Optimization exercise on an open flow, not production practice. RTL: at most simulated, not proved equivalent. Power: default activity. The clock port is modelled as an ideal driver; clocking choices that lean on that would not hold on a real chip.

<file path="flow/design.v">
module cobs_sample_framer #(
  parameter int SAMPLES_PER_FRAME = 63
) (
  input  logic        clk,
  input  logic        rst,
  input  logic [31:0] s_tdata,
  input  logic        s_tvalid,
  output logic        s_tready,
  output logic [7:0]  m_tdata,
  output logic        m_tvalid,
  input  logic        m_tready
);
  localparam int FB = 4 * SAMPLES_PER_FRAME;   
  localparam int NS = FB + 2;                  
  localparam int SD = FB;                      
  localparam int SC = FB + 1;                  
  localparam int SW = 8;                       
  localparam int TL = 6;                       
  localparam int TN = 1 << TL;                 
  localparam int KW = TN - 3;                  
  localparam int KA = NS - 2 - KW;             
  localparam int DA = NS - KA;                 
  localparam int K  = 2;                       
  logic [8*NS-1:0] ring;
  logic [SW-1:0]   s_q, s_d;        
  logic [7:0]      in_byte;
  logic [7:0]      wbyte;
  logic            wen;
  logic [SW-1:0]   wb_q, wb_d;      
  logic            ahd_q, ahd_d;    
  logic            wok_q, wok_d;    
  logic            srdy_q, srdy_d;
  logic [5:0]      run_q, run_d;    
  logic [SW-1:0]   rs_q, rs_d;      
  logic [SW-1:0]   dl_q, dl_d;      
  logic            al_q, al_d;      
  logic            ok_q, ok_d;      
  logic            nf_q, nf_d;      
  logic [7:0]      ob_q, ob_d;      
  logic            sc_q, sc_d;      
  logic [7:0]      sn_q, sn_d;      
  logic            lk_q, lk_d;      
  logic [7:0]      lc_q, lc_d;      
  logic [7:0]      fd_q [K];
  logic [7:0]      fd_d [K];
  logic [K-1:0]    fv_q, fv_d;      
  logic            take;            
  logic            pop;
  assign s_tready = srdy_q;
  assign m_tdata  = fd_q[0];
  assign m_tvalid = fv_q[0];
  assign in_byte = s_tdata[{wb_q[1:0], 3'b000} +: 8];
  assign wen     = wok_q && s_tvalid;
  assign wbyte   = (s_q == SW'(SD)) ? 8'h00 : (wen ? in_byte : ring[7:0]);
  assign take    = ok_q && !fv_q[K-1];
  assign pop     = fv_q[0] && m_tready;
  logic [TN-1:0] leaf;
  always_comb begin
    leaf = '0;
    for (int d = 1; d <= KW; d++) leaf[d] = (ring[8*(KA+1+d) +: 8] == 8'h00);
  end
  genvar l, n;
  generate
    for (l = 0; l <= TL; l++) begin : lv
      logic [(TN >> l)-1:0] v;
      logic [(l > 0 ? l : 1)-1:0] ix [TN >> l];
      if (l == 0) begin : g0
        assign v = leaf;
        for (n = 0; n < TN; n++) begin : gn
          assign ix[n] = 1'b0;
        end
      end else begin : gl
        for (n = 0; n < (TN >> l); n++) begin : gn
          assign v[n] = lv[l-1].v[2*n] | lv[l-1].v[2*n+1];
          if (l == 1) begin : g1
            assign ix[n] = !lv[l-1].v[2*n];
          end else begin : g2
            assign ix[n] = lv[l-1].v[2*n] ? {1'b0, lv[l-1].ix[2*n]} : {1'b1, lv[l-1].ix[2*n+1]};
          end
        end
      end
    end
  endgenerate
  logic [SW-1:0] wb_w [2];          
  logic          ah_w [2];
  logic          wk_w [2];
  logic          sr_w [2];
  always_comb begin
    logic [SW-1:0] rsn, wbn;
    logic          ahn;
    logic          is_sc, is_sd, ncode, wrt, fnd, zf;
    logic [7:0]    byt, cod, sn;
    s_d   = (s_q == SW'(NS - 1)) ? '0 : s_q + SW'(1);
    run_d = (wen || s_q >= SW'(SD)) ? ((run_q == 6'h3f) ? run_q : run_q + 6'd1) : 6'd0;
    rsn  = (rs_q == SW'(NS - 1)) ? '0 : rs_q + SW'(1);
    rs_d = take ? rsn : rs_q;
    dl_d = take ? dl_q : ((dl_q == '0) ? SW'(NS - 1) : dl_q - SW'(1));
    al_d = take || (dl_q == SW'(KA + 1));
    is_sc = take ? (rs_q == SW'(SC - 1)) : (rs_q == SW'(SC));
    is_sd = take ? (rs_q == SW'(SD - 1)) : (rs_q == SW'(SD));
    sn   = sc_q ? sn_q : 8'(NS - 1 - KA);
    sc_d = 1'b0;
    sn_d = sn_q;
    lk_d = lk_q && !take;
    lc_d = lc_q;
    if (sc_q || (al_q && nf_q && !lk_q)) begin
      if (ahd_q || run_q != 6'd0) begin
        if (ring[8*(NS-1) +: 8] == 8'h00) begin
          lk_d = 1'b1;
          lc_d = sn;
        end else begin
          sc_d = 1'b1;
          sn_d = sn + 8'd1;
        end
      end
    end
    ahn = ahd_q && !(take && rs_q == SW'(SD));
    for (int w = 0; w < 2; w++) begin
      wbn = wb_q;
      if (w == 1) wbn = (wb_q == SW'(FB - 1)) ? SW'(SD) : wb_q + SW'(1);
      wb_w[w] = wbn;
      ah_w[w] = ahn;
      if (wbn == SW'(SD) && !ahn) begin
        wb_w[w] = '0;
        ah_w[w] = 1'b1;
      end
    end
    wb_d  = wen ? wb_w[1] : wb_w[0];
    ahd_d = wen ? ah_w[1] : ah_w[0];
    byt   = ring[8*(KA+1) +: 8];
    zf    = (byt == 8'h00);
    cod   = 8'(lv[TL].ix[0]);
    fnd   = lv[TL].v[0];
    wrt   = ahd_d || (run_d >= 6'(DA));
    ncode = is_sc || (zf && !is_sd);
    ob_d  = ncode ? (lk_d ? lc_d : cod) : byt;
    ok_d  = al_d && wrt && (!ncode || fnd || lk_d);
    nf_d  = al_d && wrt && ncode && !fnd && !lk_d;
    fv_d = fv_q;
    for (int i = 0; i < K; i++) fd_d[i] = fd_q[i];
    if (pop) begin
      for (int i = 0; i < K - 1; i++) fd_d[i] = fd_q[i + 1];
      fv_d = fv_q >> 1;
    end
    if (take) begin
      if (!fv_d[0]) fd_d[0] = ob_q;
      for (int i = 1; i < K; i++)
        if (!fv_d[i] && fv_d[i - 1]) fd_d[i] = ob_q;
      fv_d = {fv_d[K-2:0], 1'b1};
    end
    for (int w = 0; w < 2; w++) begin
      wk_w[w] = (s_d == wb_w[w]) && (wb_w[w] != SW'(SD)) &&
                (!ah_w[w] || (rs_d != SW'(SC) && wb_w[w] != rs_d));
      sr_w[w] = wk_w[w] && (wb_w[w][1:0] == 2'd3);
    end
    wok_d  = wen ? wk_w[1] : wk_w[0];
    srdy_d = wen ? sr_w[1] : sr_w[0];
  end
  always_ff @(posedge clk) begin
    ring <= {wbyte, ring[8*NS-1:8]};
    ob_q <= ob_d;
    sn_q <= sn_d;
    lc_q <= lc_d;
    for (int i = 0; i < K; i++) fd_q[i] <= fd_d[i];
    if (rst) begin
      s_q    <= '0;
      wb_q   <= '0;
      ahd_q  <= 1'b0;
      wok_q  <= 1'b1;
      srdy_q <= 1'b0;
      run_q  <= 6'd1;
      rs_q   <= SW'(SC);
      dl_q   <= SW'(SC);
      al_q   <= 1'b0;
      ok_q   <= 1'b0;
      nf_q   <= 1'b0;
      sc_q   <= 1'b0;
      lk_q   <= 1'b0;
      fv_q   <= '0;
    end else begin
      s_q    <= s_d;
      wb_q   <= wb_d;
      ahd_q  <= ahd_d;
      wok_q  <= wok_d;
      srdy_q <= srdy_d;
      run_q  <= run_d;
      rs_q   <= rs_d;
      dl_q   <= dl_d;
      al_q   <= al_d;
      ok_q   <= ok_d;
      nf_q   <= nf_d;
      sc_q   <= sc_d;
      lk_q   <= lk_d;
      fv_q   <= fv_d;
    end
  end
endmodule
</file>
<file path="flow/flow/run.sh">
#!/bin/bash
set -euo pipefail
bash standard.sh SETUP_SLACK_MARGIN=5.3 \
  "CTS_ARGS=-sink_clustering_enable -repair_clock_nets -sink_clustering_size 30 -sink_clustering_max_diameter 100 -buf_list sky130_fd_sc_hd__clkbuf_16 -dont_use_dummy_load" \
  finish > layout.log 2>&1
</file>
<file path="flow/standard.sh">
#!/bin/bash
# synth_recipe.tcl (not shown) runs the flow's synth.tcl, then flattens the netlist and writes it again
# the make line also repeats each setting of config.mk as NAME=value (left out here)
make -C /OpenROAD-flow-scripts/flow DESIGN_CONFIG=/design/flow/config.mk WORK_HOME=/design/flow/orfs CLKGATE_MAP_FILE= SYNTH_SCRIPT=/design/flow/synth_recipe.tcl "${@:-finish}"
</file>
<file path="flow/config.mk">
export PLATFORM = sky130hd
export DESIGN_NAME = cobs_sample_framer
export DESIGN_NICKNAME = cobs_sample_framer
export VERILOG_FILES = /design/flow/design.v
export SDC_FILE = /design/flow/constraint.sdc
export NUM_CORES = 4
export LEC_CHECK = 0
export CAP_MARGIN = 20
export CORE_MARGIN = 2
export CORE_UTILIZATION = 60
export CTS_BUF_LIST = sky130_fd_sc_hd__clkbuf_16
export CTS_CLUSTER_DIAMETER = 100
export CTS_CLUSTER_SIZE = 30
export SLEW_MARGIN = 20
</file>
<file path="flow/constraint.sdc">
create_clock -name core_clock -period 8.0 [get_ports {clk}]
set_input_delay 1.6000 -clock core_clock [delete_from_list [all_inputs] [get_ports {clk}]]
set_output_delay 1.6000 -clock core_clock [all_outputs]
set_load 0.01 [all_outputs]
</file>
==> out/qor.yml, run 1 <==
clk_pin_slew_ns: 0.11
vias: 20100
p_sw_mw: 3.12
ant_nets: 0
avgSynthCellArea_um2: 16.0
drive_gt1_share_pct: 7.23
final-hold-violation-count: 0
cp.arrival_ns: 1.14
dr.pass1.iters: 5
critPathTopFamily: "flip-flops"
mostFrequentLayoutCell: "dfxtp_1"
grt_pass1_vias: 20400
synthArstFlopShare_pct: 0
design_area_mm2: 0.0522
cts_buffers: 81
setup_violations: 0
path_cells: "buf_6"
ys_ff_latch: 2120
synth_top_area_cell: "dfxtp_1"
finalPower_mw: 15.9
internal_power_mw: 12.8
critPathMaxFanout: 2
placed_area_mm2: 0.0496
fmax_ghz: 0.365
yosysTopAreaCellShare_pct: 87.9
synth_mux_area_share_pct: 0.462
wl_met2_mm: 28.2
area_growth_pct: 8.97
p_per_area_mw_per_mm2: 304
met3RoutedLength_mm: 2.77
synth_edf_count: 16
gp_congestion: 0.803
yosysSeqAreaShare_pct: 88.9
coreArea_mm2: 0.0790
period_needed_ns: 2.74
grt_max_degree: 38
slew_viol_final: 0
criticalPathCategory: "flop to primary output"
p_seq_share_pct: 68.4
nNetsFinal: 3175
swShare_pct: 19.7
grt_pass1_wl_mm: 108
layout_common_cells: "2,080 x dfxtp_1, 126 x nand2_1, 112 x nor4_1"
grt-ovfl-total: 0
dpl.cell_count: 4063
path_buf_inv: 1
yosys.area_share.simple_pct: 5.71
rsz0062_at_grt: "true"
synth_cells: 2998
root_buffer: "clkbuf_16"
setup_tns_ns: 0
initial_core_util_pct: 60.7
wl_mm: 66.4
combPwrFrac_pct: 2.5
synth_top_family_by_area: "simple AND/OR/NAND/NOR gates"
antenna_found_initial: 1
synth_compound_area_share_pct: 3.36
cap_violations: 0
synth_cell_type_count: 82
slew_headroom_pct: 40.1
critPathSlowestCell: "dfxtp_2"
drt-vias-per-instance: 4.83
die_area_mm2: 0.0822
hold_class: "flop to flop"
synthXorXnorAreaFrac_pct: 0.639
clock_latency_ns: 0.65
cp.required_ns: 6.40
drt_iter0_drc: 1015
synthesis.area_mm2: 0.0479
end_kind: "primary output"
cts_tree: "built"
wl_met1_mm: 33.4
grtUsageTotal_pct: 16.3
synthTopCellsByArea: "dfxtp_1 88%, nor4_1 1.5%, edfxtp_1 1.0%, nand2_1 1.0%, nor2_1 0.73%"
finalCritPeriodShare_pct: 34.2
wl_per_cell_um: 15.9
synthAdderAreaFrac_pct: 0.339
tightest_slew_ns: 0.891
placement_rows: 103
clock_skew_ns: 0.0667
hpwl_mm: 40.6
portBuffers: 45
cpPeakStageDelay_ns: 0.38
irDropWorstVdd_mv: 0.202
ys_warn_count: 14
drc: 0
hold_slack_ns: 0.272
outcome: "complete, no violations"
ys.flop_type: "dfxtp_1"
cp-start-kind: "flop"
h-tree-depth: 3
io_pins: 46
p_leak_nw: 20.4
p_clk_share_pct: 29.1
numClockSinks: 2120
synth.net_count: 3047
die_x_um: 287
highest_layer: "met4"
finalNonFillerCells: 4175
cts_buffer_depth: 3
die_h_um: 287
cell usage after synthesis, types with 21 or more instances:
master,number
xnor2_1,23
nor4_1,115
inv_1,27
a21oi_1,50
dfxtp_1,2104
nor2_1,93
o21ai_0,49
nand3_1,43
o22ai_1,22
nand2_1,128
nor3_1,24
or4_1,21
state kept, by name, summed over array words and instances (netlist names), 2 cells and up:
register	count
fv_q	2
sn_q	8
rs_q	8
run_q	6
fd_q	16
lc_q	8
ob_q	8
dl_q	8
s_q	8
wb_q	8
ring	2032
layout make-up:
cell class                 instances  area [um^2]
timing repair buffer              81          764
tap                             1050         1310
sequential                      2120        42700
fill                            5469        26800
clock buffer                      81         2030
antenna                            1         2.50
multi-input combinational        815         5370
inverter                          27          105
path summary, 6_finish.rpt:
check / startpoint / end / slack (ns) / depth (start not counted)
max: fd_q[0][6] / m_tdata[6] / 5.26 / 1
min: ring[1102] / ring[1094] / 0.27 / 0
max reg2reg: rs_q[3] / srdy_q / 5.32 / 8
min reg2reg: ring[1102] / ring[1094] / 0.27 / 0
power by group through the flow:
stage	logic [mW]	registers, mW	clock network, mW
final	0.401	10.9	4.61
after global routing	0.447	10.9	5.14
after CTS	0.392	10.9	4.77
after detailed placement	0.369	11.1	0
after global placement	0.365	11.1	0
after floorplan	0.245	11.1	0
worst reg2reg max path, stage by stage, from the launching register on:
cell and delay (ns):
dfxtp_4 0.45, nand4_4 0.24, or3_1 0.45, and2_2 0.28
a221o_1 0.36, a32oi_1 0.20, a41oi_2 0.19, o2111ai_2 0.24
o41ai_2 0.10
kinds of logic (layout without fill, tap and decap cells):
family                   count (synthesis)  in the layout
AO/OA/AOI/OAI                          234            234
XOR/XNOR                                35             35
AND/OR/NAND/NOR                        521            521
multiplexers                            12             12
flip-flops                            2120           2120
buffers and inverters                   63            189
adder cells (fa/ha/maj)                 13             13
other                                    0              1
layer usage:
| layer | vias to the layer above | track usage [%] |
|---|---|---|
| li1 | 10100 | - |
| met1 | 9604 | 23.8 |
| met2 | 271 | 24.5 |
| met3 | 132 | 3.08 |
| met4 | 0 | 5.89 |
| met5 | - | 0 |
per-stage QoR:
stage                     util, %  setup WS, ns
final                        66.1          5.26
after global routing         66.1          5.22
after CTS                    65.6          5.19
after detailed placement     62.7          4.15
after global placement       62.7          4.12
after floorplan                 -          5.37
what timing repair did:
item,in CTS,in global routing
gates resized for setup,117,49
hold buffers,0,0
endpoints found under the setup margin,40,24
buffers inserted,9,21
pin swaps,2,18
Testbench counts, summed over its fixed seeds: cycles 16,760, samples 4,032.
==> inputs of run 2 (changes only) <==
--- a/flow/design.v
+++ b/flow/design.v
@@ -41,5 +41,4 @@
   logic [7:0]      sn_q, sn_d;      
   logic            lk_q, lk_d;      
-  logic [7:0]      lc_q, lc_d;      
   logic [7:0]      fd_q [K];
   logic [7:0]      fd_d [K];
@@ -103,10 +102,9 @@
     sn_d = sn_q;
     lk_d = lk_q && !take;
-    lc_d = lc_q;
     if (sc_q || (al_q && nf_q && !lk_q)) begin
       if (ahd_q || run_q != 6'd0) begin
         if (ring[8*(NS-1) +: 8] == 8'h00) begin
           lk_d = 1'b1;
-          lc_d = sn;
+          sn_d = sn;
         end else begin
           sc_d = 1'b1;
@@ -134,5 +132,5 @@
     wrt   = ahd_d || (run_d >= 6'(DA));
     ncode = is_sc || (zf && !is_sd);
-    ob_d  = ncode ? (lk_d ? lc_d : cod) : byt;
+    ob_d  = ncode ? (lk_d ? sn_d : cod) : byt;
     ok_d  = al_d && wrt && (!ncode || fnd || lk_d);
     nf_d  = al_d && wrt && ncode && !fnd && !lk_d;
@@ -161,5 +159,4 @@
     ob_q <= ob_d;
     sn_q <= sn_d;
-    lc_q <= lc_d;
     for (int i = 0; i < K; i++) fd_q[i] <= fd_d[i];
     if (rst) begin
==> flow/flow/run.sh (replaced) <==
#!/bin/bash
set -euo pipefail
bash standard.sh SETUP_SLACK_MARGIN=5.45 \
  "CTS_ARGS=-sink_clustering_enable -repair_clock_nets -sink_clustering_size 30 -sink_clustering_max_diameter 100 -buf_list sky130_fd_sc_hd__clkbuf_16 -dont_use_dummy_load" \
  finish > layout.log 2>&1
==> run 2 against run 1 <==
Against the previous run:
- still clean
- power shrank 0.44%
- sequential cell count shrank 8
- clock-buffer cell count shrank 1
- synthesized area shrank 0.85%
- die area shrank 0.84%
- fmax shrank 0.80%
- combinational power grew 1%
- clock power shrank 0.9%
- first-iteration DRC count grew 11%
- critical path type unchanged
- largest cell class unchanged
==> out/qor.yml, run 2 <==
yosysTopAreaCellShare_pct: 88.6
fmax_ghz: 0.362
cp.arrival_ns: 1.16
slew_viol_final: 0
mostFrequentLayoutCell: "dfxtp_1"
critPathTopFamily: "flip-flops"
yosysSeqAreaShare_pct: 89.1
cp.required_ns: 6.40
synthTopCellsByArea: "dfxtp_1 89%, nor4_1 1.5%, nand2_1 1.0%, nor2_1 0.74%, a21oi_1 0.62%"
critPathSlowestCell: "dfxtp_4"
drt-vias-per-instance: 4.81
cts_tree: "built"
drt_iter0_drc: 1123
coreArea_mm2: 0.0787
die_h_um: 285
nNetsFinal: 3152
grt_pass1_wl_mm: 106
cts_buffer_depth: 3
wl_per_cell_um: 15.5
synth_top_area_cell: "dfxtp_1"
grt-ovfl-total: 0
die_x_um: 285
p_leak_nw: 20.2
antenna_found_initial: 1
h-tree-depth: 3
path_cells: "buf_6"
dpl.cell_count: 4035
finalCritPeriodShare_pct: 34.5
io_pins: 46
synthTopCellsByCount: "2,104 x dfxtp_1, 130 x nand2_1, 115 x nor4_1, 94 x nor2_1, 59 x a21oi_1"
grt_pass1_vias: 20200
synth_most_common_cell: "dfxtp_1"
wl_mm: 64.5
rsz0062_at_grt: "true"
cpPeakStageDelay_ns: 0.40
ys_ff_latch: 2112
layout_common_cells: "2,075 x dfxtp_1, 122 x nand2_1, 111 x nor4_1"
ant_nets: 0
grtUsageTotal_pct: 16.0
critPathMaxFanout: 2
final-hold-violation-count: 0
hpwl_mm: 38.1
placement_rows: 103
clock_skew_ns: 0.0610
outcome: "complete, no violations"
avgSynthCellArea_um2: 16.0
cp-start-kind: "flop"
setup_violations: 0
largest_register_ffs: 2032
vias: 20000
synth_cells: 2971
end_kind: "primary output"
clk_pin_slew_ns: 0.11
path_buf_inv: 1
n_fill_cell: 5532
p_per_area_mw_per_mm2: 304
ys_warn_count: 14
synth_cell_type_count: 79
gp_congestion: 0.866
area_growth_pct: 9.25
irDropWorstVdd_mv: 0.218
synthesis.area_mm2: 0.0475
dr.pass1.iters: 5
drc: 0
hold_buffers: 0
seqCellArea_mm2: 0.0424
root_buffer: "clkbuf_16"
drive_gt1_share_pct: 7.93
synth_edf_count: 8
die_area_mm2: 0.0815
numClockSinks: 2112
top_register: "ring"
hold_class: "flop to flop"
grt_max_degree: 38
synthArstFlopShare_pct: 0
portBuffers: 45
tightest_slew_ns: 0.788
slew_headroom_pct: 47.3
cts_buffers: 80
clock_latency_ns: 0.64
synth.net_count: 3020
criticalPathCategory: "flop to primary output"
setup_tns_ns: 0
initial_core_util_pct: 60.4
period_needed_ns: 2.76
largestRegisters: "ring x2032, fd_q x16"
multi_input_area_mm2: 0.00529
ys.flop_type: "dfxtp_1"
finalNonFillerCells: 4152
cap_violations: 0
==> run 2: changes by cell type after synthesis, sizes merged, moves of 6 or more <==
cell    delta
o21ai     -16
nand3     -10
edfxtp     -8
a21oi      +7
nand2b     -7
o211ai     -7
and2       -6
or4        +6
==> run 2: kinds of logic after synthesis <==
logic type	after synthesis	synth area share, %
compound gates	224	3.16
xor+xnor	38	0.729
fa+ha+maj	13	0.342
buf+inv	62	0.529
flops	2112	89.1
mux	13	0.484
simple gates	509	5.62
==> run 2: area by class of cell <==
class | instances | share of cell area, %
timing repair buffer | 86 | 1.53
antenna | 1 | 0.00482
inverter | 26 | 0.198
clock buffer | 80 | 3.86
multi-input combinational | 797 | 10.2
tap | 1050 | 2.53
sequential | 2112 | 81.7
==> run 2: per-layer routing <==
metal	vias to the layer above	global-route usage [%]	wire length, um
li1	10100	-	-
met1	9531	23.9	33200
met2	281	23.6	27000
met3	114	3.25	2830
met4	0	4.88	1510
met5	-	0	0
==> run 2: worst paths after layout <==
path,cells past startpoint,slack [ns],from,end
worst min register to register,0,0.29,ring[27],ring[19]
worst min-delay path,0,0.29,ring[27],ring[19]
worst max-delay path,1,5.24,fv_q[0],m_tvalid
worst max register to register,8,5.37,rs_q[2],srdy_q
==> run 2: what timing repair did <==
| item | 4_1_cts | 5_1_grt |
|---|---|---|
| buffers inserted | 27 | 9 |
| gates cloned | 0 | 0 |
| setup endpoints to repair | 35 | 30 |
| resized for setup | 160 | 26 |
| pin swaps | 12 | 7 |
==> run 2: report_power, final <==
group	internal (mW)	switching, mW
clock	1.81	2.76
combinational	0.176	0.230
sequential	10.7	0.119
total	12.7	3.11
==> run 2: through the flow <==
| step | setup WS, ns | total power [mW] | hold WS, ns | cell area (um^2) | util [%] |
|---|---|---|---|---|---|
| 3_5_place_dp | 4.38 | 11.4 | 0.312 | 49200 | 62.5 |
| 3_3_place_gp | 4.36 | 11.4 | 0.310 | 49200 | 62.5 |
| 5_1_grt | 5.19 | 16.4 | 0.296 | 51900 | 65.9 |
| 6_report | 5.24 | 15.8 | 0.293 | 51900 | 65.9 |
| 4_1_cts | 5.19 | 16.0 | 0.289 | 51800 | 65.7 |
| 2_1_floorplan | 5.47 | 11.3 | 0.310 | 47500 | - |
Testbench counts of run 2, summed over its fixed seeds: cycles 16,760, samples 4,032.
==> inputs of run 3 (changes only) <==
==> flow/flow/run.sh (replaced) <==
#!/bin/bash
set -euo pipefail
bash standard.sh SETUP_SLACK_MARGIN=5.3 \
  "CTS_ARGS=-sink_clustering_enable -repair_clock_nets -sink_clustering_size 30 -sink_clustering_max_diameter 100 -buf_list sky130_fd_sc_hd__clkbuf_16 -dont_use_dummy_load" \
  finish > layout.log 2>&1
==> run 3 against run 2 <==
Against the previous run:
- still clean
- synthesized area did not move
- core utilization down 0.13 points
- sequential cell count unchanged
- hold slack worse by 0.0019 ns
- clock-buffer cell count grew 1
- fmax grew 1.8%
- clock skew is 0.014 ns lower
- sequential share of layout area increased by 0.14 points
- clock power hardly changed
- highest routed layer unchanged
==> out/qor.yml, run 3 <==
grt.busiest_layer: "met1"
use_met3_pct: 2.66
hpwl_mm: 37.0
largestRegisters: "ring x2032, fd_q x16"
slew_viol_final: 0
clock_latency_ns: 0.65
finalCritPeriodShare_pct: 33.9
wl_mm: 62.9
worstSetupStartpoint: "fv_q[0]"
grt_max_degree: 38
ant_nets: 0
h-tree-depth: 3
cp.required_ns: 6.40
critPathSlowestCell: "dfxtp_4"
die_h_um: 285
setup_tns_ns: 0
synth_cells: 2971
setup_violations: 0
nNetsFinal: 3147
finalPower_mw: 15.8
use_met2_pct: 23.2
final-hold-violation-count: 0
drc: 0
antenna_found_initial: 3
mostFrequentLayoutCell: "dfxtp_1"
design_area_mm2: 0.0518
grt_pass1_wl_mm: 105
coreArea_mm2: 0.0787
yosysTopAreaCellShare_pct: 88.6
p_leak_nw: 20.2
vias: 20000
outcome: "complete, no violations"
path_buf_inv: 1
gp_congestion: 0.829
tightest_slew_ns: 0.934
cts_buffer_depth: 3
yosysSeqAreaShare_pct: 89.1
ys_warn_count: 14
avgSynthCellArea_um2: 16.0
r2r_slack_ns: 5.39
diodes: 0
critPathTopFamily: "flip-flops"
irDropWorstVdd_mv: 0.241
die_area_mm2: 0.0815
grtUsageTotal_pct: 15.6
initial_core_util_pct: 60.4
dpl.cell_count: 4034
criticalPathCategory: "flop to primary output"
layout_common_cells: "2,077 x dfxtp_1, 125 x nand2_1, 111 x nor4_1"
synthArstFlopShare_pct: 0
reg2regPathDepth: 8
area_growth_pct: 9.04
critPathMaxFanout: 2
clk_pin_slew_ns: 0.11
synthesis.area_mm2: 0.0475
cap_violations: 0
numClockSinks: 2112
ys.flop_type: "dfxtp_1"
synthTopCellsByArea: "dfxtp_1 89%, nor4_1 1.5%, nand2_1 1.0%, nor2_1 0.74%, a21oi_1 0.62%"
ys_ff_latch: 2112
period_needed_ns: 2.71
io_pins: 46
finalNonFillerCells: 4146
wl_per_cell_um: 15.2
clock_skew_ns: 0.0468
end_kind: "primary output"
fmax_ghz: 0.369
largest_register_ffs: 2032
met1_usage_pct: 23.7
placed_area_mm2: 0.0492
synth_most_common_cell: "dfxtp_1"
timing.rr.end: "srdy_q"
cpPeakStageDelay_ns: 0.38
grt-ovfl-total: 0
hold_class: "flop to flop"
synth_cell_type_count: 79
slew_headroom_pct: 36.8
cp.arrival_ns: 1.11
drt_iter0_drc: 852
root_buffer: "clkbuf_16"
critical_path_depth: 1
synthTopCellsByCount: "2,104 x dfxtp_1, 130 x nand2_1, 115 x nor4_1, 94 x nor2_1, 59 x a21oi_1"
cp-start-kind: "flop"
synth.net_count: 3020
grt_pass1_vias: 20300
synth_edf_count: 8
cts_tree: "built"
p_per_area_mw_per_mm2: 305
hp-start: "ring[283]"
rsz0062_at_grt: "true"
drt-vias-per-instance: 4.82
path_cells: "buf_6"
final_util_pct: 65.8
portBuffers: 45
drive_gt1_share_pct: 7.27
top_register: "ring"
placement_rows: 103
synth_top_area_cell: "dfxtp_1"
r2r-start: "fv_q[1]"
cts_buffers: 81
dr.pass1.iters: 5
cp-endpoint: "m_tvalid"
die_x_um: 285
run 3: logic make-up after synthesis:
logic type | Yosys count | share of synthesized area [%]
adder cells (fa/ha/maj) | 13 | 0.342
flip-flops | 2112 | 89.1
AND/OR/NAND/NOR | 509 | 5.62
buffers and inverters | 62 | 0.529
XOR/XNOR | 38 | 0.729
multiplexers | 13 | 0.484
AO/OA/AOI/OAI | 224 | 3.16
run 3: area by class of cell:
cell class | count | area (um^2)
Inverter | 26 | 103
Clock buffer | 81 | 2030
Tap cell | 1050 | 1310
Multi-Input combinational cell | 798 | 5240
Sequential cell | 2112 | 42400
Timing Repair Buffer | 79 | 726
Fill cell | 5546 | 26900
run 3: worst min-delay path by stage:
stage / end / slack [ns] / cells after the start
2_1_floorplan: ring[0] / 0.31 / 0
3_3_place_gp: ring[596] / 0.31 / 0
3_5_place_dp: ring[1017] / 0.31 / 0
4_1_cts: ring[275] / 0.28 / 0
5_1_grt: ring[275] / 0.30 / 0
6_report: ring[275] / 0.29 / 0
run 3: timing repair:
action,CTS,global route
hold buffers,0,0
pin swaps,7,8
setup buffers,20,10
endpoints found under the setup margin,44,21
cloned,1,0
resized for setup,116,44
run 3: metal layers:
metal	share of wire [%]	routed length [um]
met1	52	32700
met2	42	26500
met3	3.4	2120
met4	2.5	1550
met5	0	0
run 3: metrics by stage:
step                hold WS [ns]  worst slack, ns
floorplan                  0.310             5.37
global placement           0.311             4.12
detailed placement         0.312             4.05
CTS                        0.283             5.24
global route               0.298             5.22
finish                     0.291             5.29
run 3: power by group:
part           total (mW)  switching, mW  internal, mW
combinational       0.386          0.214         0.172
sequential           10.8          0.117          10.7
clock                4.60           2.77          1.83
total                15.8           3.10          12.7
==> inputs of run 4 (changes only) <==
==> flow/flow/run.sh (replaced) <==
#!/bin/bash
set -euo pipefail
bash standard.sh SETUP_SLACK_MARGIN=5.3 \
  "CTS_ARGS=-sink_clustering_enable -repair_clock_nets -sink_clustering_size 20 -sink_clustering_max_diameter 80 -buf_list sky130_fd_sc_hd__clkbuf_8 -dont_use_dummy_load" \
  finish > layout.log 2>&1
==> run 4 against run 3 <==
Against the previous run:
- still clean
- critical path depth unchanged
- wire length decreased by 0.38%
- final area decreased by 0.83%
- setup slack got worse by 0.089 ns
- cell count increased by 0.94%
- sequential power about the same
- fmax decreased by 3.2%
- register-to-register slack got worse by 0.02 ns
- critical endpoint unchanged
==> out/qor.yml, run 4 <==
setup_violations: 0
dr.pass1.iters: 5
irDropWorstVdd_mv: 0.199
coreArea_mm2: 0.0787
design_area_mm2: 0.0514
synth_cells: 2971
nNetsFinal: 3185
cp.required_ns: 6.40
wl_per_cell_um: 15.0
drt-vias-per-instance: 4.81
synth_top_area_cell: "dfxtp_1"
r2r-start: "s_q[1]"
setup_tns_ns: 0
postLayoutSetupSlackWorst_ns: 5.20
synthTopCellsByCount: "2,104 x dfxtp_1, 130 x nand2_1, 115 x nor4_1, 94 x nor2_1, 59 x a21oi_1"
synthTopCellsByArea: "dfxtp_1 89%, nor4_1 1.5%, nand2_1 1.0%, nor2_1 0.74%, a21oi_1 0.62%"
largestRegisters: "ring x2032, fd_q x16"
criticalPathCategory: "flop to primary output"
p_sw_mw: 3.06
portBuffers: 45
cpPeakStageDelay_ns: 0.38
cap_violations: 0
slew_headroom_pct: 33.6
wl_mm: 62.7
final_util_pct: 65.3
io_pins: 46
grt_pass1_vias: 20500
synth.net_count: 3020
hold_slack_ns: 0.272
p_seq_share_pct: 71.0
largest_register_ffs: 2032
critPathMaxFanout: 2
reg2regPathDepth: 11
combPwrFrac_pct: 2.5
clock_skew_ns: 0.0877
root_buffer: "clkbuf_8"
end_kind: "primary output"
final-hold-violation-count: 0
rsz0062_at_grt: "true"
swShare_pct: 20.0
initial_core_util_pct: 60.4
cts_buffers: 117
timing.rr.end: "srdy_q"
yosysTopAreaCellShare_pct: 88.6
synthesis.area_mm2: 0.0475
n_fill_cell: 5597
antenna_found_initial: 4
synth_edf_count: 8
placement_rows: 103
area_growth_pct: 8.13
ys.flop_type: "dfxtp_1"
hold_buffers: 0
path_buf_inv: 1
ant_nets: 0
ys_ff_latch: 2112
finalCritPeriodShare_pct: 35.0
p_per_area_mw_per_mm2: 297
placed_area_mm2: 0.0492
r2r_slack_ns: 5.37
p_leak_nw: 20.0
critical_path_depth: 1
period_needed_ns: 2.80
internal_power_mw: 12.2
mostFrequentLayoutCell: "dfxtp_1"
cp-start-kind: "flop"
ys_warn_count: 14
finalNonFillerCells: 4185
drive_gt1_share_pct: 8.39
synth_cell_type_count: 79
dpl.cell_count: 4034
path_cells: "buf_6"
tightest_slew_ns: 0.982
gp_congestion: 0.829
fmax_ghz: 0.357
p_clk_share_pct: 26.5
die_h_um: 285
finalPower_mw: 15.3
hpwl_mm: 37.0
synth_most_common_cell: "dfxtp_1"
hold_depth: 0
cp-endpoint: "m_tvalid"
vias: 20100
layout_common_cells: "2,077 x dfxtp_1, 126 x nand2_1, 117 x clkbuf_8"
die_x_um: 285
clk_pin_slew_ns: 0.12
numClockSinks: 2112
top_register: "ring"
critPathTopFamily: "flip-flops"
cp.arrival_ns: 1.20
yosysSeqAreaShare_pct: 89.1
avgSynthCellArea_um2: 16.0
slew_viol_final: 0
synthArstFlopShare_pct: 0
outcome: "complete, no violations"
cts_buffer_depth: 3
cts_tree: "built"
grt_max_degree: 38
drt_iter0_drc: 848
grt-ovfl-total: 0
grt_pass1_wl_mm: 105
hold_class: "flop to flop"
critPathSlowestCell: "dfxtp_4"
grtUsageTotal_pct: 15.6
worstSetupStartpoint: "fv_q[0]"
pre_cts_ws_ns: 4.05
h-tree-depth: 3
die_area_mm2: 0.0815
clock_latency_ns: 0.77
drc: 0
==> run 4: cells by family after synthesis <==
| group | after synthesis | synth area share (%) |
|---|---|---|
| buf+inv | 62 | 0.529 |
| simple gates | 509 | 5.62 |
| compound gates | 224 | 3.16 |
| fa+ha+maj | 13 | 0.342 |
| mux | 13 | 0.484 |
| flops | 2112 | 89.1 |
| xor+xnor | 38 | 0.729 |
==> run 4: what timing repair did <==
item	4_1_cts	5_1_grt
pin swaps	8	9
gates resized for setup	108	46
setup endpoints to repair	35	21
setup buffers	21	11
gates cloned	1	0
==> run 4: layout make-up <==
type,instances,area [um^2],area share [%]
diodes,1,2.50,0.00487
clock buffers,117,1610,3.13
inverters,26,100,0.195
multi-input cells,798,5220,10.2
flip-flops and latches,2112,42400,82.5
well taps,1050,1310,2.56
repair buffers,81,741,1.44
==> run 4: worst min-delay path by stage <==
stage                    start    endpoint  slack, ns
floorplan              ring[8]     ring[0]       0.31
global placement     ring[604]   ring[596]       0.31
detailed placement  ring[1025]  ring[1017]       0.31
CTS                 ring[1905]  ring[1897]       0.25
global route        ring[1905]  ring[1897]       0.25
finish               ring[479]   ring[471]       0.27
==> run 4: metal layers <==
| metal | GRT usage (%) | part of all wire (%) | vias up |
|---|---|---|---|
| li1 | - | - | 10100 |
| met1 | 23.6 | 52 | 9578 |
| met2 | 22.8 | 42 | 329 |
| met3 | 2.76 | 4.0 | 130 |
| met4 | 5.38 | 2.8 | 0 |
| met5 | 0 | 0 | - |
==> run 4: power groups by stage <==
stage / combinational, mW / sequential, mW / clock (mW)
after floorplan: 0.250 / 11.0 / 0
after global placement: 0.356 / 11.1 / 0
after detailed placement: 0.360 / 11.1 / 0
after CTS: 0.380 / 10.8 / 4.22
after global routing: 0.434 / 10.9 / 4.60
final: 0.389 / 10.8 / 4.04
==> inputs of run 5 (changes only) <==
==> flow/flow/run.sh (replaced) <==
#!/bin/bash
set -euo pipefail
bash standard.sh SETUP_SLACK_MARGIN=5.3 \
  "CTS_ARGS=-sink_clustering_enable -repair_clock_nets -sink_clustering_size 30 -sink_clustering_max_diameter 100 -buf_list sky130_fd_sc_hd__clkbuf_16 -dont_use_dummy_load -branching_point_buffers_distance 400 -distance_between_buffers 400" \
  finish > layout.log 2>&1
==> run 5 against run 4 <==
Against the previous run:
- still clean
- combinational power about the same
- synthesized area did not move
- sequential share of layout area fell by 0.67 points
- non-clock buffer count is 2 lower
- critical endpoint unchanged
- largest cell class unchanged
==> out/qor.yml, run 5 <==
grtUsageTotal_pct: 15.6
layout_common_cells: "2,077 x dfxtp_1, 125 x nand2_1, 111 x nor4_1"
die_h_um: 285
top_register: "ring"
hold_class: "flop to flop"
placement_rows: 103
setup_violations: 0
n_fill_cell: 5546
nNetsFinal: 3147
criticalPathCategory: "flop to primary output"
portBuffers: 45
finalCritPeriodShare_pct: 33.9
ys.flop_type: "dfxtp_1"
hold_buffers: 0
hpwl_mm: 37.0
ys_warn_count: 14
critPathMaxFanout: 2
tightest_slew_ns: 0.934
grt_max_degree: 38
largestRegisters: "ring x2032, fd_q x16"
final-hold-violation-count: 0
period_needed_ns: 2.71
cts_buffers: 81
cpPeakStageDelay_ns: 0.38
synth_top_area_cell: "dfxtp_1"
path_buf_inv: 1
gp_congestion: 0.829
cts_buffer_depth: 3
avgSynthCellArea_um2: 16.0
die_area_mm2: 0.0815
antenna_found_initial: 3
drt-vias-per-instance: 4.82
ant_nets: 0
vias: 20000
end_kind: "primary output"
design_area_mm2: 0.0518
final_util_pct: 65.8
largest_register_ffs: 2032
area_growth_pct: 9.04
postLayoutSetupSlackWorst_ns: 5.29
h-tree-depth: 3
synthesis.area_mm2: 0.0475
io_pins: 46
synthArstFlopShare_pct: 0
yosysTopAreaCellShare_pct: 88.6
synth.net_count: 3020
yosysSeqAreaShare_pct: 89.1
synth_cell_type_count: 79
mostFrequentLayoutCell: "dfxtp_1"
grt_pass1_wl_mm: 105
drc: 0
hold_slack_ns: 0.291
rsz0062_at_grt: "true"
synth_edf_count: 8
slew_headroom_pct: 36.8
dr.pass1.iters: 5
irDropWorstVdd_mv: 0.241
cp-start-kind: "flop"
die_x_um: 285
synthTopCellsByCount: "2,104 x dfxtp_1, 130 x nand2_1, 115 x nor4_1, 94 x nor2_1, 59 x a21oi_1"
grt-ovfl-total: 0
p_leak_nw: 20.2
path_cells: "buf_6"
dpl.cell_count: 4034
clock_latency_ns: 0.65
clock_skew_ns: 0.0468
ys_ff_latch: 2112
finalNonFillerCells: 4146
diodes: 0
finalPower_mw: 15.8
clk_pin_slew_ns: 0.11
critPathTopFamily: "flip-flops"
cp.required_ns: 6.40
critPathSlowestCell: "dfxtp_4"
synth_most_common_cell: "dfxtp_1"
coreArea_mm2: 0.0787
synth_cells: 2971
wl_per_cell_um: 15.2
initial_core_util_pct: 60.4
cts_tree: "built"
wl_mm: 62.9
numClockSinks: 2112
synthTopCellsByArea: "dfxtp_1 89%, nor4_1 1.5%, nand2_1 1.0%, nor2_1 0.74%, a21oi_1 0.62%"
drt_iter0_drc: 852
slew_viol_final: 0
outcome: "complete, no violations"
drive_gt1_share_pct: 7.27
root_buffer: "clkbuf_16"
pre_cts_ws_ns: 4.05
p_per_area_mw_per_mm2: 305
cp.arrival_ns: 1.11
cap_violations: 0
fmax_ghz: 0.369
setup_tns_ns: 0
grt_pass1_vias: 20300
placed_area_mm2: 0.0492
-- run 5: timing repair --
item / 4_1_cts / 5_1_grt
setup buffers: 20 / 10
gates resized for setup: 116 / 44
pin swaps: 7 / 8
endpoints found under the setup margin: 44 / 21
cloned: 1 / 0
-- run 5: worst paths after layout --
check / start / endpoint / slack (ns) / cells after the start
worst max-delay path: fv_q[0] / m_tvalid / 5.29 / 1
worst min-delay path: ring[283] / ring[275] / 0.29 / 0
worst max register to register: fv_q[1] / srdy_q / 5.39 / 8
worst min register to register: ring[283] / ring[275] / 0.29 / 0
-- run 5: cells by family (layout without fill, tap and decap cells) --
kind of cell,Yosys count,count (layout),share of synthesized area (%)
adders and majority gates,13,13,0.342
xor gates and xnor gates,38,38,0.729
AOI/OAI and AO/OA,224,224,3.16
and+or+nand+nor,509,510,5.62
muxes,13,13,0.484
DFF,2112,2112,89.1
buffers and inverters,62,186,0.529
-- run 5: power by group --
group	switching (mW)	internal [mW]
logic	0.214	0.172
clock network	2.77	1.83
registers	0.117	10.7
-- run 5: layout make-up --
cell class	instances	area, um^2	area share (%)
clock buffer	81	2030	3.91
inverter	26	103	0.198
tap	1050	1310	2.54
multi-input combinational	798	5240	10.1
sequential	2112	42400	81.8
timing repair buffer	79	726	1.40
-- run 5: layer usage --
layer  global-route usage [%]  vias up  routed length, um
met4                     4.58        0               1550
met5                        0        -                  0
li1                         -    10000                  -
met1                     23.7     9576              32700
met2                     23.2      256              26500
met3                     2.66      109               2120
==> inputs of run 6 (changes only) <==
==> flow/flow/run.sh (replaced) <==
#!/bin/bash
set -euo pipefail
bash standard.sh SETUP_SLACK_MARGIN=5.3 \
  "CTS_ARGS=-sink_clustering_enable -repair_clock_nets -sink_clustering_size 30 -sink_clustering_max_diameter 100 -buf_list sky130_fd_sc_hd__clkbuf_16 -dont_use_dummy_load -sink_clustering_levels 1" \
  finish > layout.log 2>&1
==> run 6 against run 5 <==
Against the previous run:
- register-to-register slack about the same
- combinational power about the same
- still clean on timing, DRC and antenna
- critical path type unchanged
- non-clock buffer count unchanged
- clock power about the same
- wire length unchanged
- setup slack unchanged
- largest power group unchanged
- fmax unchanged
- hold slack unchanged
- largest cell class unchanged
- first-iteration DRC count unchanged
==> out/qor.yml, run 6 <==
area_growth_pct: 9.04
hpwl_mm: 37.0
path_buf_inv: 1
p_leak_nw: 20.2
end_kind: "primary output"
io_pins: 46
combPwrFrac_pct: 2.4
path_cells: "buf_6"
drt_iter0_drc: 852
p_sw_mw: 3.10
mostFrequentLayoutCell: "dfxtp_1"
ys.flop_type: "dfxtp_1"
dr.pass1.iters: 5
largest_register_ffs: 2032
grt_pass1_wl_mm: 105
setup_violations: 0
slew_headroom_pct: 36.8
critPathSlowestCell: "dfxtp_4"
irDropWorstVdd_mv: 0.241
clock_latency_ns: 0.65
swShare_pct: 19.6
ys_warn_count: 14
use_met2_pct: 23.2
h-tree-depth: 3
synth_top_area_cell: "dfxtp_1"
grt-ovfl-total: 0
n_fill_cell: 5546
die_area_mm2: 0.0815
grt_pass1_vias: 20300
cts_tree: "built"
clock_skew_ns: 0.0468
rsz0062_at_grt: "true"
slew_viol_final: 0
cts_buffers: 81
criticalPathCategory: "flop to primary output"
p_clk_share_pct: 29.1
met1_usage_pct: 23.7
cp.required_ns: 6.40
cap_violations: 0
initial_core_util_pct: 60.4
grt.busiest_layer: "met1"
largestRegisters: "ring x2032, fd_q x16"
hold_class: "flop to flop"
diodes: 0
fmax_ghz: 0.369
root_buffer: "clkbuf_16"
p_seq_share_pct: 68.5
avgSynthCellArea_um2: 16.0
vias: 20000
tightest_slew_ns: 0.934
synthTopCellsByCount: "2,104 x dfxtp_1, 130 x nand2_1, 115 x nor4_1, 94 x nor2_1, 59 x a21oi_1"
antenna_found_initial: 3
finalCritPeriodShare_pct: 33.9
coreArea_mm2: 0.0787
outcome: "complete, no violations"
synthTopCellsByArea: "dfxtp_1 89%, nor4_1 1.5%, nand2_1 1.0%, nor2_1 0.74%, a21oi_1 0.62%"
synth_cells: 2971
synth_cell_type_count: 79
final_util_pct: 65.8
synthesis.area_mm2: 0.0475
final-hold-violation-count: 0
synth_edf_count: 8
clk_pin_slew_ns: 0.11
die_h_um: 285
portBuffers: 45
ys_ff_latch: 2112
cts_buffer_depth: 3
cpPeakStageDelay_ns: 0.38
top_register: "ring"
wl_per_cell_um: 15.2
yosysSeqAreaShare_pct: 89.1
cp.arrival_ns: 1.11
critPathTopFamily: "flip-flops"
gp_congestion: 0.829
multi_input_area_mm2: 0.00524
yosysTopAreaCellShare_pct: 88.6
nNetsFinal: 3147
p_per_area_mw_per_mm2: 305
drc: 0
internal_power_mw: 12.7
cp-start-kind: "flop"
period_needed_ns: 2.71
use_met3_pct: 2.66
synth_most_common_cell: "dfxtp_1"
numClockSinks: 2112
drive_gt1_share_pct: 7.27
grtUsageTotal_pct: 15.6
layout_common_cells: "2,077 x dfxtp_1, 125 x nand2_1, 111 x nor4_1"
seqCellArea_mm2: 0.0424
wl_mm: 62.9
synth.net_count: 3020
die_x_um: 285
ant_nets: 0
critPathMaxFanout: 2
drt-vias-per-instance: 4.82
setup_tns_ns: 0
synthArstFlopShare_pct: 0
grt_max_degree: 38
placement_rows: 103
==> run 6: cell type report <==
cell class	instances	share of cell area, %
Clock buffer	81	3.91
Tap cell	1050	2.54
Multi-Input combinational cell	798	10.1
Inverter	26	0.198
Sequential cell	2112	81.8
Timing Repair Buffer	79	1.40
==> run 6: repair_timing <==
item / 4_1_cts / 5_1_grt
buffers inserted: 20 / 10
gates cloned: 1 / 0
pin swaps: 7 / 8
hold buffers: 0 / 0
gates resized for setup: 116 / 44
endpoints found under the setup margin: 44 / 21
==> run 6: stage by stage <==
stage	std cells	setup WS [ns]	instance area, um^2	power, mW	hold WS [ns]
after floorplan	2971	5.37	47500	11.3	0.310
after global placement	4034	4.12	49200	11.4	0.311
after detailed placement	4034	4.05	49200	11.4	0.312
after CTS	4136	5.24	51600	16.0	0.283
after global routing	4146	5.22	51800	16.4	0.298
final	4146	5.29	51800	15.8	0.291
==> run 6: kinds of logic (layout without fill, tap and decap cells) <==
kind of cell	after synthesis	after routing	share of synthesized area, %
compound gates	224	224	3.16
xor+xnor	38	38	0.729
fa+ha+maj	13	13	0.342
buf+inv	62	186	0.529
flops	2112	2112	89.1
mux	13	13	0.484
simple gates	509	510	5.62
==> run 6: power by group through the flow <==
stage / registers (mW) / logic [mW] / clock network [mW]
finish: 10.8 / 0.386 / 4.60
global placement: 11.1 / 0.356 / 0
detailed placement: 11.1 / 0.360 / 0
global route: 10.9 / 0.432 / 5.14
floorplan: 11.0 / 0.250 / 0
CTS: 10.8 / 0.380 / 4.76
==> run 6: path summary, 6_finish.rpt <==
check | from | endpoint | slack [ns] | depth (start not counted)
min reg2reg | ring[283] | ring[275] | 0.29 | 0
max | fv_q[0] | m_tvalid | 5.29 | 1
min | ring[283] | ring[275] | 0.29 | 0
max reg2reg | fv_q[1] | srdy_q | 5.39 | 8
==> run 6: routing by layer <==
layer | wire length [um] | vias to the layer above | part of all wire (%)
li1 | - | 10000 | -
met1 | 32700 | 9576 | 52
met2 | 26500 | 256 | 42
met3 | 2120 | 109 | 3.4
met4 | 1550 | 0 | 2.5
met5 | 0 | - | 0
==> inputs of run 7 (changes only) <==
--- a/flow/design.v
+++ b/flow/design.v
@@ -21,5 +21,4 @@
   localparam int KA = NS - 2 - KW;             
   localparam int DA = NS - KA;                 
-  localparam int K  = 2;                       
   logic [8*NS-1:0] ring;
   logic [SW-1:0]   s_q, s_d;        
@@ -41,17 +40,16 @@
   logic [7:0]      sn_q, sn_d;      
   logic            lk_q, lk_d;      
-  logic [7:0]      fd_q [K];
-  logic [7:0]      fd_d [K];
-  logic [K-1:0]    fv_q, fv_d;      
+  logic [7:0]      md_q, md_d;      
+  logic            mv_q, mv_d;
   logic            take;            
   logic            pop;
   assign s_tready = srdy_q;
-  assign m_tdata  = fd_q[0];
-  assign m_tvalid = fv_q[0];
+  assign m_tdata  = md_q;
+  assign m_tvalid = mv_q;
   assign in_byte = s_tdata[{wb_q[1:0], 3'b000} +: 8];
   assign wen     = wok_q && s_tvalid;
   assign wbyte   = (s_q == SW'(SD)) ? 8'h00 : (wen ? in_byte : ring[7:0]);
-  assign take    = ok_q && !fv_q[K-1];
-  assign pop     = fv_q[0] && m_tready;
+  assign pop     = mv_q && m_tready;
+  assign take    = ok_q && (!mv_q || m_tready);
   logic [TN-1:0] leaf;
   always_comb begin
@@ -135,16 +133,6 @@
     ok_d  = al_d && wrt && (!ncode || fnd || lk_d);
     nf_d  = al_d && wrt && ncode && !fnd && !lk_d;
-    fv_d = fv_q;
-    for (int i = 0; i < K; i++) fd_d[i] = fd_q[i];
-    if (pop) begin
-      for (int i = 0; i < K - 1; i++) fd_d[i] = fd_q[i + 1];
-      fv_d = fv_q >> 1;
-    end
-    if (take) begin
-      if (!fv_d[0]) fd_d[0] = ob_q;
-      for (int i = 1; i < K; i++)
-        if (!fv_d[i] && fv_d[i - 1]) fd_d[i] = ob_q;
-      fv_d = {fv_d[K-2:0], 1'b1};
-    end
+    md_d = take ? ob_q : md_q;
+    mv_d = take || (mv_q && !pop);
     for (int w = 0; w < 2; w++) begin
       wk_w[w] = (s_d == wb_w[w]) && (wb_w[w] != SW'(SD)) &&
@@ -159,5 +147,5 @@
     ob_q <= ob_d;
     sn_q <= sn_d;
-    for (int i = 0; i < K; i++) fd_q[i] <= fd_d[i];
+    md_q <= md_d;
     if (rst) begin
       s_q    <= '0;
@@ -174,5 +162,5 @@
       sc_q   <= 1'b0;
       lk_q   <= 1'b0;
-      fv_q   <= '0;
+      mv_q   <= 1'b0;
     end else begin
       s_q    <= s_d;
@@ -189,5 +177,5 @@
       sc_q   <= sc_d;
       lk_q   <= lk_d;
-      fv_q   <= fv_d;
+      mv_q   <= mv_d;
     end
   end
==> flow/flow/run.sh (replaced) <==
#!/bin/bash
set -euo pipefail
bash standard.sh SETUP_SLACK_MARGIN=5.3 \
  "CTS_ARGS=-sink_clustering_enable -repair_clock_nets -sink_clustering_size 30 -sink_clustering_max_diameter 100 -buf_list sky130_fd_sc_hd__clkbuf_16 -dont_use_dummy_load" \
  finish > layout.log 2>&1
==> run 7 against run 6 <==
Against the previous run:
- first-iteration DRC count is 17% higher
- synthesized cell count decreased by 3.3%
- largest cell class unchanged
- critical path depth rose by 9
- cell count fell by 2.6%
- die area fell by 1.5%
- hold slack improved by 0.017 ns
==> out/qor.yml, run 7 <==
clk_pin_slew_ns: 0.10
synthesis.area_mm2: 0.0468
synth_cell_type_count: 73
outcome: "complete, no violations"
wl_per_cell_um: 15.3
grt-ovfl-total: 0
clock_latency_ns: 0.62
nNetsFinal: 3050
cp.arrival_ns: 3.48
path_cells: "buf_8, nand2b_4, nand2_4, o31a_1, nor2_4, buf_4, o21ai_0, o21ai_0, a31oi_2, or3_1"
die_x_um: 283
dpl.cell_count: 3933
wl_mm: 61.6
grtUsageTotal_pct: 15.5
placement_rows: 102
diodes: 0
root_buffer: "clkbuf_16"
slew_viol_final: 0
h-tree-depth: 3
clock_skew_ns: 0.0509
setup_violations: 0
hpwl_mm: 36.1
drt-vias-per-instance: 4.73
grt_pass1_vias: 19400
cp-start-kind: "primary input"
io_pins: 46
timing.rr.end: "wok_q"
final-hold-violation-count: 0
tightest_slew_ns: 0.739
hp-start: "ring[1367]"
portBuffers: 45
end_kind: "flop"
p_leak_nw: 20.0
die_h_um: 283
ant_nets: 0
synthArstFlopShare_pct: 0
critPathSlowestCell: "o31a_1"
finalCritPeriodShare_pct: 37.8
ys_warn_count: 12
hold_buffers: 0
r2r-start: "wb_q[0]"
slew_headroom_pct: 50.4
area_growth_pct: 9.23
yosysSeqAreaShare_pct: 90.1
initial_core_util_pct: 60.5
fmax_ghz: 0.330
finalNonFillerCells: 4039
cts_tree: "built"
cpPeakStageDelay_ns: 0.43
coreArea_mm2: 0.0773
synth_edf_count: 8
cp.required_ns: 8.45
n_fill_cell: 5470
p_per_area_mw_per_mm2: 307
avgSynthCellArea_um2: 16.3
synthTopCellsByCount: "2,095 x dfxtp_1, 128 x nand2_1, 110 x nor4_1, 77 x nor2_1, 38 x a21oi_1"
setup_tns_ns: 0
cap_violations: 0
layout_common_cells: "2,088 x dfxtp_1, 124 x nand2_1, 107 x nor4_1"
gp_congestion: 0.811
numClockSinks: 2103
vias: 19100
dr.pass1.iters: 4
holdPathEnd: "ring[1359]"
critPathMaxFanout: 7
ys_ff_latch: 2103
synth_top_area_cell: "dfxtp_1"
drive_gt1_share_pct: 7.17
synth.net_count: 2921
grt_max_degree: 37
period_needed_ns: 3.03
cp_common_cell: "o21ai_0"
ys.flop_type: "dfxtp_1"
synthTopCellsByArea: "dfxtp_1 90%, nor4_1 1.5%, nand2_1 1.0%, nor2_1 0.62%, edfxtp_1 0.51%"
hold_depth: 0
rsz0062_at_grt: "true"
cts_buffer_depth: 3
criticalPathCategory: "primary input to flop"
synth_most_common_cell: "dfxtp_1"
mostFrequentLayoutCell: "dfxtp_1"
yosysTopAreaCellShare_pct: 89.6
r2r_slack_ns: 5.15
grt_pass1_wl_mm: 102
largest_register_ffs: 2032
irDropWorstVdd_mv: 0.222
die_area_mm2: 0.0802
reg2regPathDepth: 9
top_register: "ring"
cts_buffers: 80
drt_iter0_drc: 998
hold_class: "flop to flop"
antenna_found_initial: 0
drc: 0
synth_cells: 2872
[run 7: metal layers]
metal  track usage, %  vias up  part of all wire [%]
met2             23.2      270                    42
met1             23.2     9092                    52
li1                 -     9629                     -
met3             2.35      122                   3.4
met4             5.26        0                   2.8
met5                0        -                     0
[run 7: worst max-delay path by stage]
stage              from    endpoint
2_1_floorplan  m_tready       wok_q
3_3_place_gp   m_tready       wok_q
3_5_place_dp   m_tready     ob_q[1]
4_1_cts         md_q[3]  m_tdata[3]
5_1_grt        m_tready       wok_q
6_report       m_tready       wok_q
[run 7: timing repair]
action | in CTS | in global routing
resized for setup | 111 | 26
buffers inserted | 17 | 9
pin swaps | 17 | 10
gates cloned | 0 | 0
endpoints found under the setup margin | 41 | 20
[run 7: area by class of cell]
class                           count  area, um^2  area share [%]
Sequential cell                  2103       42200            82.6
Multi-Input combinational cell    720        4810            9.41
Clock buffer                       80        2000            3.92
Tap cell                         1040        1300            2.55
Timing Repair Buffer               73         716            1.40
Inverter                           23        91.3           0.179
[run 7: cells by family (layout without fill, tap and decap cells)]
kind of cell / count (synthesis) / after routing / synth area share [%]
DFF: 2103 / 2103 / 90.1
AOI/OAI and AO/OA: 165 / 165 / 2.38
xor gates and xnor gates: 46 / 46 / 0.861
adders and majority gates: 13 / 13 / 0.348
muxes: 12 / 12 / 0.473
and+or+nand+nor: 484 / 484 / 5.39
buffers and inverters: 49 / 176 / 0.404
[run 7: critical path, delay by kind of cell]
| kind | cells | cell delay, ns |
|---|---|---|
| buffers and inverters | 2 | 0.23 |
| AOI/OAI and AO/OA | 4 | 0.76 |
| and+or+nand+nor | 4 | 0.87 |
[run 7: report_power, final]
group	leakage, nW	switching [mW]	internal (mW)
registers	17.0	0.105	10.7
clock network	0.986	2.77	1.81
logic	1.99	0.199	0.153
[run 7: through the flow]
stage          area, um^2  hold slack [ns]  total power [mW]  utilization [%]  setup slack [ns]
3_5_place_dp        48500            0.312              11.3             62.7              3.45
5_1_grt             51100            0.306              16.3             66.1              4.89
2_1_floorplan       46900            0.310              11.2                -              4.54
3_3_place_gp        48500            0.310              11.3             62.7              3.54
4_1_cts             50900            0.297              15.8             65.8              4.99
6_report            51100            0.308              15.7             66.1              4.97
Testbench counts of run 7, summed over its fixed seeds: cycles 16,760, samples 4,032.
==> inputs of run 8 (changes only) <==
--- a/flow/design.v
+++ b/flow/design.v
@@ -79,29 +79,31 @@
     end
   endgenerate
-  logic [SW-1:0] wb_w [2];          
-  logic          ah_w [2];
-  logic          wk_w [2];
-  logic          sr_w [2];
+  logic [SW-1:0] wb_c [2][2];
+  logic          ah_c [2][2];
+  logic          wk_c [2][2];
+  logic          sr_c [2][2];
+  logic          ok_c [2][2];
+  logic          nf_c [2][2];
+  logic [7:0]    ob_c [2];
+  logic [SW-1:0] rs_c [2];
+  logic [SW-1:0] dl_c [2];
+  logic          al_c [2];
+  logic          lk_c [2];
   always_comb begin
     logic [SW-1:0] rsn, wbn;
-    logic          ahn;
+    logic          ahn, fl;
     logic          is_sc, is_sd, ncode, wrt, fnd, zf;
     logic [7:0]    byt, cod, sn;
+    logic [5:0]    run_w;
     s_d   = (s_q == SW'(NS - 1)) ? '0 : s_q + SW'(1);
     run_d = (wen || s_q >= SW'(SD)) ? ((run_q == 6'h3f) ? run_q : run_q + 6'd1) : 6'd0;
-    rsn  = (rs_q == SW'(NS - 1)) ? '0 : rs_q + SW'(1);
-    rs_d = take ? rsn : rs_q;
-    dl_d = take ? dl_q : ((dl_q == '0) ? SW'(NS - 1) : dl_q - SW'(1));
-    al_d = take || (dl_q == SW'(KA + 1));
-    is_sc = take ? (rs_q == SW'(SC - 1)) : (rs_q == SW'(SC));
-    is_sd = take ? (rs_q == SW'(SD - 1)) : (rs_q == SW'(SD));
     sn   = sc_q ? sn_q : 8'(NS - 1 - KA);
     sc_d = 1'b0;
     sn_d = sn_q;
-    lk_d = lk_q && !take;
+    fl   = 1'b0;
     if (sc_q || (al_q && nf_q && !lk_q)) begin
       if (ahd_q || run_q != 6'd0) begin
         if (ring[8*(NS-1) +: 8] == 8'h00) begin
-          lk_d = 1'b1;
+          fl   = 1'b1;
           sn_d = sn;
         end else begin
@@ -111,35 +113,50 @@
       end
     end
-    ahn = ahd_q && !(take && rs_q == SW'(SD));
-    for (int w = 0; w < 2; w++) begin
-      wbn = wb_q;
-      if (w == 1) wbn = (wb_q == SW'(FB - 1)) ? SW'(SD) : wb_q + SW'(1);
-      wb_w[w] = wbn;
-      ah_w[w] = ahn;
-      if (wbn == SW'(SD) && !ahn) begin
-        wb_w[w] = '0;
-        ah_w[w] = 1'b1;
+    byt = ring[8*(KA+1) +: 8];
+    zf  = (byt == 8'h00);
+    cod = 8'(lv[TL].ix[0]);
+    fnd = lv[TL].v[0];
+    rsn = (rs_q == SW'(NS - 1)) ? '0 : rs_q + SW'(1);
+    for (int tk = 0; tk < 2; tk++) begin
+      rs_c[tk] = (tk == 1) ? rsn : rs_q;
+      dl_c[tk] = (tk == 1) ? dl_q : ((dl_q == '0) ? SW'(NS - 1) : dl_q - SW'(1));
+      al_c[tk] = (tk == 1) || (dl_q == SW'(KA + 1));
+      is_sc = (tk == 1) ? (rs_q == SW'(SC - 1)) : (rs_q == SW'(SC));
+      is_sd = (tk == 1) ? (rs_q == SW'(SD - 1)) : (rs_q == SW'(SD));
+      lk_c[tk] = fl || (lk_q && tk == 0);
+      ncode = is_sc || (zf && !is_sd);
+      ob_c[tk] = ncode ? (lk_c[tk] ? sn_d : cod) : byt;
+      ahn = ahd_q && !(tk == 1 && rs_q == SW'(SD));
+      for (int w = 0; w < 2; w++) begin
+        wbn = wb_q;
+        if (w == 1) wbn = (wb_q == SW'(FB - 1)) ? SW'(SD) : wb_q + SW'(1);
+        wb_c[tk][w] = wbn;
+        ah_c[tk][w] = ahn;
+        if (wbn == SW'(SD) && !ahn) begin
+          wb_c[tk][w] = '0;
+          ah_c[tk][w] = 1'b1;
+        end
+        run_w = (w == 1 || s_q >= SW'(SD)) ? ((run_q == 6'h3f) ? run_q : run_q + 6'd1) : 6'd0;
+        wrt   = ah_c[tk][w] || (run_w >= 6'(DA));
+        ok_c[tk][w] = al_c[tk] && wrt && (!ncode || fnd || lk_c[tk]);
+        nf_c[tk][w] = al_c[tk] && wrt && ncode && !fnd && !lk_c[tk];
+        wk_c[tk][w] = (s_d == wb_c[tk][w]) && (wb_c[tk][w] != SW'(SD)) &&
+                      (!ah_c[tk][w] || (rs_c[tk] != SW'(SC) && wb_c[tk][w] != rs_c[tk]));
+        sr_c[tk][w] = wk_c[tk][w] && (wb_c[tk][w][1:0] == 2'd3);
       end
     end
-    wb_d  = wen ? wb_w[1] : wb_w[0];
-    ahd_d = wen ? ah_w[1] : ah_w[0];
-    byt   = ring[8*(KA+1) +: 8];
-    zf    = (byt == 8'h00);
-    cod   = 8'(lv[TL].ix[0]);
-    fnd   = lv[TL].v[0];
-    wrt   = ahd_d || (run_d >= 6'(DA));
-    ncode = is_sc || (zf && !is_sd);
-    ob_d  = ncode ? (lk_d ? sn_d : cod) : byt;
-    ok_d  = al_d && wrt && (!ncode || fnd || lk_d);
-    nf_d  = al_d && wrt && ncode && !fnd && !lk_d;
+    rs_d   = take ? rs_c[1] : rs_c[0];
+    dl_d   = take ? dl_c[1] : dl_c[0];
+    al_d   = take ? al_c[1] : al_c[0];
+    lk_d   = take ? lk_c[1] : lk_c[0];
+    ob_d   = take ? ob_c[1] : ob_c[0];
+    wb_d   = take ? (wen ? wb_c[1][1] : wb_c[1][0]) : (wen ? wb_c[0][1] : wb_c[0][0]);
+    ahd_d  = take ? (wen ? ah_c[1][1] : ah_c[1][0]) : (wen ? ah_c[0][1] : ah_c[0][0]);
+    ok_d   = take ? (wen ? ok_c[1][1] : ok_c[1][0]) : (wen ? ok_c[0][1] : ok_c[0][0]);
+    nf_d   = take ? (wen ? nf_c[1][1] : nf_c[1][0]) : (wen ? nf_c[0][1] : nf_c[0][0]);
+    wok_d  = take ? (wen ? wk_c[1][1] : wk_c[1][0]) : (wen ? wk_c[0][1] : wk_c[0][0]);
+    srdy_d = take ? (wen ? sr_c[1][1] : sr_c[1][0]) : (wen ? sr_c[0][1] : sr_c[0][0]);
     md_d = take ? ob_q : md_q;
     mv_d = take || (mv_q && !pop);
-    for (int w = 0; w < 2; w++) begin
-      wk_w[w] = (s_d == wb_w[w]) && (wb_w[w] != SW'(SD)) &&
-                (!ah_w[w] || (rs_d != SW'(SC) && wb_w[w] != rs_d));
-      sr_w[w] = wk_w[w] && (wb_w[w][1:0] == 2'd3);
-    end
-    wok_d  = wen ? wk_w[1] : wk_w[0];
-    srdy_d = wen ? sr_w[1] : sr_w[0];
   end
   always_ff @(posedge clk) begin
==> run 8 against run 7 <==
Against the previous run:
- combinational power grew 24%
- still clean on timing, DRC and antenna
- power grew 0.47%
- first-iteration DRC count grew 27%
- largest power group unchanged
- clock skew is essentially flat
- final area grew 4.9%
- cell count grew 7.3%
==> out/qor.yml, run 8 <==
outcome: "complete, no violations"
grt_pass1_wl_mm: 120
fmax_ghz: 0.332
slew_headroom_pct: 38.9
synthTopCellsByCount: "2,095 x dfxtp_1, 143 x nand2_1, 112 x nor4_1, 97 x nor2_1, 71 x a21oi_1"
ys.flop_type: "dfxtp_1"
hpwl_mm: 45.0
cp-start-kind: "flop"
timing.rr.end: "wok_q"
drc: 0
slew_viol_final: 0
synth_compound_area_share_pct: 4.16
cp.arrival_ns: 1.41
cts_buffers: 80
synthesis.area_mm2: 0.0484
grt-ovfl-total: 0
placement_rows: 104
grt_max_degree: 38
reg2regPathDepth: 11
setup_tns_ns: 0
final-hold-violation-count: 0
root_buffer: "clkbuf_16"
drt_iter0_drc: 1271
synth_edf_count: 8
die_area_mm2: 0.0829
synth_most_common_cell: "dfxtp_1"
end_kind: "primary output"
cap_violations: 0
wl_mm: 76.4
critPathSlowestCell: "edfxtp_1"
gp_congestion: 0.888
synthArstFlopShare_pct: 0
setup_violations: 0
synth.net_count: 3158
grtUsageTotal_pct: 18.3
diodes: 0
area_growth_pct: 10.8
hold_depth: 0
placed_area_mm2: 0.0500
r2r-start: "s_q[7]"
tightest_slew_ns: 0.908
cp.required_ns: 6.40
holdPathEnd: "ring[683]"
die_x_um: 288
ys_ff_latch: 2103
period_needed_ns: 3.01
io_pins: 46
clk_pin_slew_ns: 0.11
synth_top_area_cell: "dfxtp_1"
synth_mux_area_share_pct: 0.562
layout_common_cells: "2,072 x dfxtp_1, 135 x nand2_1, 111 x nor4_1"
r2r_slack_ns: 5.29
drive_gt1_share_pct: 10.7
irDropWorstVdd_mv: 0.228
drt-vias-per-instance: 5.01
grt_pass1_vias: 21800
design_area_mm2: 0.0536
yosysTopAreaCellShare_pct: 86.7
cts_tree: "built"
critPathMaxFanout: 1
wl_per_cell_um: 17.6
synth_top_family_by_area: "simple AND/OR/NAND/NOR gates"
synth_cell_type_count: 94
yosysSeqAreaShare_pct: 87.2
p_leak_nw: 20.9
synthAdderAreaFrac_pct: 0.362
clock_latency_ns: 0.67
path_buf_inv: 1
avgSynthCellArea_um2: 15.6
mostFrequentLayoutCell: "dfxtp_1"
critPathTopFamily: "flip-flops"
-- run 8: cell types whose count changed in the layout (fill, tap and decap cells not counted), moves of 7 or more --
cell / previous run / this run
buf_4: 20 / 82
a21oi_1: 32 / 66
dfxtp_1: 2088 / 2072
o21ai_0: 27 / 43
dfxtp_4: 2 / 16
nor2_1: 73 / 86
nand2_1: 124 / 135
nor3_1: 15 / 25
or2_2: 12 / 2
a211o_1: 0 / 8
nand2b_1: 2 / 10
a211oi_1: 2 / 9
a311oi_1: 2 / 9
-- run 8: cell families (layout without fill, tap and decap cells) --
| logic type | count (synthesis) | after routing |
|---|---|---|
| AO/OA/AOI/OAI | 286 | 287 |
| multiplexers | 17 | 17 |
| flip-flops | 2103 | 2103 |
| AND/OR/NAND/NOR | 557 | 559 |
| XOR/XNOR | 50 | 50 |
| adder cells (fa/ha/maj) | 14 | 14 |
| buffers and inverters | 81 | 242 |
-- run 8: per-layer routing --
metal | track usage [%] | vias up | routed length [um]
met4 | 5.97 | 0 | 1950
met2 | 27.9 | 453 | 32800
met1 | 26.9 | 10500 | 38100
met3 | 3.01 | 121 | 3570
met5 | 0 | - | 0
li1 | - | 10700 | -
-- run 8: final cells by class --
type,count,area (um^2)
Clock buffer,80,2000
Fill cell,5612,26600
Inverter,22,103
Multi-Input combinational cell,927,6580
Sequential cell,2103,42200
Tap cell,1060,1330
Timing Repair Buffer,140,1330
-- run 8: what timing repair did --
| action | 4_1_cts | 5_1_grt |
|---|---|---|
| setup endpoints to repair | 51 | 29 |
| buffers inserted | 38 | 40 |
| pin swaps | 15 | 32 |
| cloned | 5 | 3 |
| hold buffers | 0 | 0 |
| endpoints found under the hold margin | 0 | 0 |
| resized for setup | 192 | 72 |
-- run 8: power by group --
| group | leakage [nW] | internal, mW | switching, mW |
|---|---|---|---|
| clock network | 0.986 | 1.81 | 2.77 |
| registers | 17.0 | 10.6 | 0.107 |
| logic | 2.85 | 0.191 | 0.246 |
-- run 8: how the worst max path moves through the flow --
stage             start    endpoint  slack [ns]  cells after the start
5_1_grt         md_q[1]  m_tdata[1]        4.93                      1
4_1_cts         md_q[1]  m_tdata[1]        4.92                      1
3_5_place_dp   m_tready     ob_q[1]        3.77                      9
3_3_place_gp   m_tready     ob_q[1]        3.78                      9
2_1_floorplan  s_tvalid      srdy_q        5.20                      8
6_report        md_q[1]  m_tdata[1]        4.99                      1
-- run 8: stage by stage --
stage | setup slack [ns] | total power [mW] | cells | hold WS [ns] | utilization [%]
finish | 4.99 | 15.8 | 4332 | 0.288 | 66.9
global route | 4.93 | 16.3 | 4332 | 0.289 | 66.9
CTS | 4.92 | 15.9 | 4289 | 0.290 | 66.0
detailed placement | 3.77 | 11.4 | 4166 | 0.312 | 62.4
global placement | 3.78 | 11.3 | 4166 | 0.310 | 62.4
floorplan | 5.20 | 11.2 | 3108 | 0.310 | -
Testbench counts of run 8, summed over its fixed seeds: cycles 16,760, samples 4,032.
